What follows belongs to an exercise in optimizing a design on an open flow for small area, a short achievable clock period and few clock cycles per item; a production flow would make more cautious choices. At most, simulation tests tie the RTL to the original design; equivalence was not proved.

==> inputs of run a <==
// cache_l1_top
module cache_l1_top #(
  parameter bit REGIN = 1'b0
) (
  input  logic                     clk,
  input  logic                     reset,
  input  logic                     cpu_req,
  input  logic                     cpu_we,
  input  logic [24-1:0] cpu_addr,
  input  logic [7:0]               cpu_wdata,
  output logic                     cpu_ack,
  output logic [7:0]               cpu_rdata,
  output logic                     mem_req,
  output logic                     mem_we,
  output logic [24-1:0] mem_addr,
  output logic [32-1:0] mem_wdata,
  input  logic                     mem_ack,
  input  logic [32-1:0] mem_rdata
);
Settings: LEC_CHECK=0, CAP_MARGIN=20, CORE_MARGIN=2, CORE_UTILIZATION=40, SLEW_MARGIN=20, TNS_END_PERCENT=20; clock period 12.0 ns.
standard.sh (not shown) runs the stock make flow with config.mk's settings and CLKGATE_MAP_FILE= SYNTH_SCRIPT=/design/flow/synth_recipe.tcl, a recipe that flattens the netlist after the stock synthesis.
==> flow/flow/run.sh <==
#!/bin/bash
set -o pipefail
bash standard.sh SETUP_SLACK_MARGIN=7.25 finish > standard.log 2>&1
==> inputs of run b, as changes to run a <==
--- a/flow/design.v
+++ b/flow/design.v
@@ -36,19 +36,10 @@
   localparam int WAYS = 4;
   localparam int TW   = 18;
   localparam int IW   = 4;
   localparam int LW   = 32;
   localparam int UW   = 3;
-  function automatic logic gt3(input logic [2:0] a, input logic [2:0] b);
-    gt3 = (a[2] & ~b[2]) |
-          ((a[2] | ~b[2]) & ((a[1] & ~b[1]) | ((a[1] | ~b[1]) & a[0] & ~b[0])));
-  endfunction
-  function automatic logic [2:0] sat_inc(input logic [2:0] c);
-    sat_inc = {c[2] | (c[1] & c[0]),
-               (c[1] & ~c[0]) | (c[0] & (~c[1] | c[2])),
-               ~c[0] | (c[2] & c[1])};
-  endfunction
   localparam logic [2:0] S_IDLE  = 3'd0;   
   localparam logic [2:0] S_LOOK  = 3'd1;   
   localparam logic [2:0] S_WB    = 3'd2;   
   localparam logic [2:0] S_WBREL = 3'd3;   
   localparam logic [2:0] S_FILL  = 3'd4;   
@@ -90,86 +81,54 @@
     assign a_wdata = cpu_wdata;
     assign look = (state == S_IDLE) && cpu_req;
   end
   logic look_state;
   assign look_state = REGIN ? (state == S_LOOK) : (state == S_IDLE);
-  logic [TW-1:0]   r_tag  [WAYS];
-  logic [LW-1:0]   r_line [WAYS];
-  logic [UW-1:0]   r_cnt  [WAYS];
+  logic [TW-1:0] r_tag  [WAYS];
+  logic [LW-1:0] r_line [WAYS];
+  logic [UW-1:0] r_cnt  [WAYS];
   logic [WAYS-1:0] hit_w;
   logic            hit;
-  logic [3:0]      lo_oh;
-  logic [TW-1:0]   c_tag [4][WAYS];   
-  logic [UW-1:0]   c_cnt [4][WAYS];   
-  logic [WAYS-1:0] match [4];
-  assign lo_oh = 4'(1) << a_idx[1:0];
-  for (genvar j = 0; j < 4; j++) begin : g_cand
-    for (genvar w = 0; w < WAYS; w++) begin : g_way
-      assign c_tag[j][w] = tag_q[{a_idx[3:2], 2'(j)}][w];
-      assign c_cnt[j][w] = cnt_q[{a_idx[3:2], 2'(j)}][w];
-      assign match[j][w] = (c_cnt[j][w] != '0) && (c_tag[j][w] == a_tag);
-    end
-  end
   always_comb begin
-    hit_w = '0;
     for (int w = 0; w < WAYS; w++) begin
-      r_tag[w] = '0;
-      r_cnt[w] = '0;
-      for (int j = 0; j < 4; j++) begin
-        if (lo_oh[j]) begin
-          r_tag[w] = r_tag[w] | c_tag[j][w];
-          r_cnt[w] = r_cnt[w] | c_cnt[j][w];
-        end
-      end
+      r_tag[w] = tag_q[a_idx][w];
       r_line[w] = data_q[a_idx][w];
+      r_cnt[w] = cnt_q[a_idx][w];
+      hit_w[w] = (r_cnt[w] != '0) && (r_tag[w] == a_tag);
     end
-    for (int j = 0; j < 4; j++) begin
-      hit_w = hit_w | (match[j] & {WAYS{lo_oh[j]}});
-    end
+    hit = |hit_w;
   end
-  assign hit = |hit_w;
-  logic [UW-1:0] cnt_nx   [SETS][WAYS];
-  logic          dirty_nx [SETS][WAYS];
-  logic [1:0]    vict_q   [SETS];   
-  logic          vict_d_q [SETS];   
+  logic [WAYS-1:0] vict_oh [SETS];   
+  logic            vict_d  [SETS];   
   for (genvar s = 0; s < SETS; s++) begin : g_vict
-    logic [1:0] v;
-    logic       vd;
     always_comb begin
       logic [UW-1:0] c0, c1, c2, c3, min_lo, min_hi;
       logic          pick_1, pick_3, hi;
-      c0 = cnt_nx[s][0];
-      c1 = cnt_nx[s][1];
-      c2 = cnt_nx[s][2];
-      c3 = cnt_nx[s][3];
-      pick_1 = gt3(c0, c1);
+      logic [1:0]    v;
+      c0 = cnt_q[s][0];
+      c1 = cnt_q[s][1];
+      c2 = cnt_q[s][2];
+      c3 = cnt_q[s][3];
+      pick_1 = c0 > c1;
       min_lo = pick_1 ? c1 : c0;
-      pick_3 = gt3(c2, c3);
+      pick_3 = c2 > c3;
       min_hi = pick_3 ? c3 : c2;
-      hi = gt3(min_lo, min_hi);
+      hi = min_lo > min_hi;
       v = {hi, hi ? pick_3 : pick_1};
-      vd = dirty_nx[s][v] && (cnt_nx[s][v] != '0);
-    end
-    always_ff @(posedge clk or posedge reset) begin
-      if (reset) begin
-        vict_q[s] <= '0;   
-        vict_d_q[s] <= 1'b0;
-      end else begin
-        vict_q[s] <= v;
-        vict_d_q[s] <= vd;
-      end
+      vict_oh[s] = WAYS'(1) << v;
+      vict_d[s] = dirty_q[s][v] && (cnt_q[s][v] != '0);
     end
   end
   logic [WAYS-1:0] v_oh;
   logic [1:0]      victim;
   logic            v_dirty;
   logic [TW-1:0]   v_tag;
   logic [LW-1:0]   v_line;
   always_comb begin
-    victim = vict_q[a_idx];
-    v_dirty = vict_d_q[a_idx];
-    v_oh = WAYS'(1) << victim;
+    v_oh = vict_oh[a_idx];
+    v_dirty = vict_d[a_idx];
+    victim = {v_oh[3] | v_oh[2], v_oh[3] | v_oh[1]};
     v_tag = '0;
     v_line = '0;
     for (int w = 0; w < WAYS; w++) begin
       if (v_oh[w]) begin
         v_tag = v_tag | r_tag[w];
@@ -185,12 +144,12 @@
     hit_byte = '0;
     hit_cnt = '0;
     for (int w = 0; w < WAYS; w++) begin
       if (hit_w[w]) begin
         hit_way = hit_way | 2'(w);
-        hit_byte = hit_byte | (a_we ? a_wdata : r_line[w][8*a_off +: 8]);
-        hit_cnt = hit_cnt | sat_inc(r_cnt[w]);
+        hit_byte = hit_byte | r_line[w][8*a_off +: 8];
+        hit_cnt = hit_cnt | ((r_cnt[w] == '1) ? r_cnt[w] : r_cnt[w] + 1'b1);
       end
     end
   end
   logic [IW-1:0] idx_q;
   logic [1:0]    way_q;
@@ -275,23 +234,23 @@
         end
         default: state <= S_IDLE;
       endcase
     end
   end
-  logic wb_sel;
-  assign wb_sel = v_dirty && (state == S_IDLE || state == S_LOOK ||
-                              state == S_MWAIT || state == S_WB);
   always_ff @(posedge clk) begin
-    mem_we <= wb_sel;
-    mem_addr <= {wb_sel ? v_tag : a_tag, a_idx, 2'b00};
-    mem_wdata <= v_line;
+    if (look_state) begin
+      mem_we <= v_dirty;
+      mem_addr <= {v_dirty ? v_tag : a_tag, a_idx, 2'b00};
+      mem_wdata <= v_line;
+    end else if (state == S_WBREL) begin
+      mem_we <= 1'b0;
+      mem_addr <= {a_tag, idx_q, 2'b00};
+    end
   end
-  always_ff @(posedge clk or posedge reset) begin
-    if (reset) begin
-      cpu_rdata <= '0;
-    end else if (look_state) begin
-      cpu_rdata <= hit_byte;
+  always_ff @(posedge clk) begin
+    if (look_state) begin
+      cpu_rdata <= a_we ? a_wdata : hit_byte;
     end else if (state == S_FILL) begin
       cpu_rdata <= we_q ? wdata_q : mem_rdata[8*off_q +: 8];
     end
   end
   logic fill;
@@ -309,19 +268,17 @@
   end
   for (genvar s = 0; s < SETS; s++) begin : g_set
     for (genvar w = 0; w < WAYS; w++) begin : g_way
       logic sel;
       assign sel = (idx_q == IW'(s)) && (way_q == 2'(w));
-      assign cnt_nx[s][w] = (sel && (fill || upd_q)) ? wcnt : cnt_q[s][w];
-      assign dirty_nx[s][w] = (sel && (fill || (upd_q && we_q))) ? we_q : dirty_q[s][w];
       always_ff @(posedge clk or posedge reset) begin
         if (reset) cnt_q[s][w] <= '0;   
-        else cnt_q[s][w] <= cnt_nx[s][w];
+        else if (sel && (fill || upd_q)) cnt_q[s][w] <= wcnt;
       end
       always_ff @(posedge clk) begin
         if (sel && fill) tag_q[s][w] <= a_tag;
-        dirty_q[s][w] <= dirty_nx[s][w];
+        if (sel && (fill || (upd_q && we_q))) dirty_q[s][w] <= we_q;
         for (int b = 0; b < 4; b++) begin
           if (sel && wbyte_en[b]) data_q[s][w][8*b +: 8] <= wline[8*b +: 8];
         end
       end
     end
==> flow/flow/run.sh (replaced) <==
#!/bin/bash
set -o pipefail
cp standard.sh standard_copy.txt
cp config.mk config_copy.txt
export SETUP_SLACK_MARGIN=7
bash standard.sh > standard.log 2>&1
--- a/flow/config.mk
+++ b/flow/config.mk
@@ -7,6 +7,5 @@
 export LEC_CHECK = 0
 export CAP_MARGIN = 20
 export CORE_MARGIN = 2
 export CORE_UTILIZATION = 40
 export SLEW_MARGIN = 20
-export TNS_END_PERCENT = 20
==> impl_metrics.json <==
{
  "status": "no timing/DRC/antenna violations",
  "p_leak_nw": 57.8,
  "fmax_mhz": 198,
  "p_clk_frac": 0.334,
  "pg_comb_mw": 7.30,
  "worstPathCellList": "clkbuf_16 > buf_12 > nor2_2 > buf_4 > a22o_1 > a222oi_1 > nand4_1 > buf_4 > mux4_2 > a21boi_0 > o21a_1 > o21a_1 > or3_1",
  "syn2layout_area_growth_pct": 17.6,
  "synth_edf_count": 3220,
  "final-nonclk-buf-share": 0.0488,
  "fin_nets": 9444,
  "num-fill-cells": 30700,
  "worstSkewPairLatency_ns": 1.02,
  "dpl_cell_area_um2": 155000,
  "worst_ir_drop_vdd_mv": 0.238,
  "grt_max_degree": 82,
  "ys_ff_latch": 3593,
  "netlist_instances": 8835,
  "dp_hpwl_um": 358000
}
That was run a.
==> impl_metrics.json <==
{
  "final-nonclk-buf-share": 0.0528,
  "num-fill-cells": 30100,
  "dpl_cell_area_um2": 151000,
  "synth_edf_count": 3347,
  "syn2layout_area_growth_pct": 19.0,
  "netlist_instances": 9201,
  "worstSkewPairLatency_ns": 1.00,
  "worst_ir_drop_vdd_mv": 0.275,
  "fmax_mhz": 179,
  "fin_nets": 10100,
  "status": "no timing/DRC/antenna violations",
  "pg_comb_mw": 13.8,
  "p_clk_frac": 0.277,
  "dp_hpwl_um": 365000
}
That was run b.
Testbench counts of run a, summed over its fixed seeds: cycles 68,342, accesses 24,000.
Function not checked in run b: the RTL went through the layout flow alone.

[separate check: timing with driven ports]
The results above use ideal ports. As a check the final layouts listed here were re-extracted and re-timed, cells and wires unchanged.
Step 1, drivers: a clkbuf_16 drives clk and a buf_2 each remaining input, both assumed.
Step 2 also shifts input and output timing later by t, the mid clock arrival at the registers, as if the neighbouring blocks saw the same clock.
Slacks: no drivers / after step 1 / after step 2; pairs: no drivers / after step 1.
| run | t, ns | slack for setup (ns) | hold WS [ns] | latest minus earliest clock arrival (ns) |
|---|---|---|---|---|
| run a | 1.075 | 6.962 / 6.603 / 5.528 | 0.470 / 0.470 / 0.470 | 0.118 / 0.118 |
| run b | 1.050 | 6.428 / 6.249 / 5.199 | 0.505 / 0.505 / 0.505 | 0.118 / 0.118 |
After both steps setup and hold are still met in every run listed. The setup slack of run a, which loses most, moves by -0.359 ns with the drivers and by -1.434 ns with both steps.
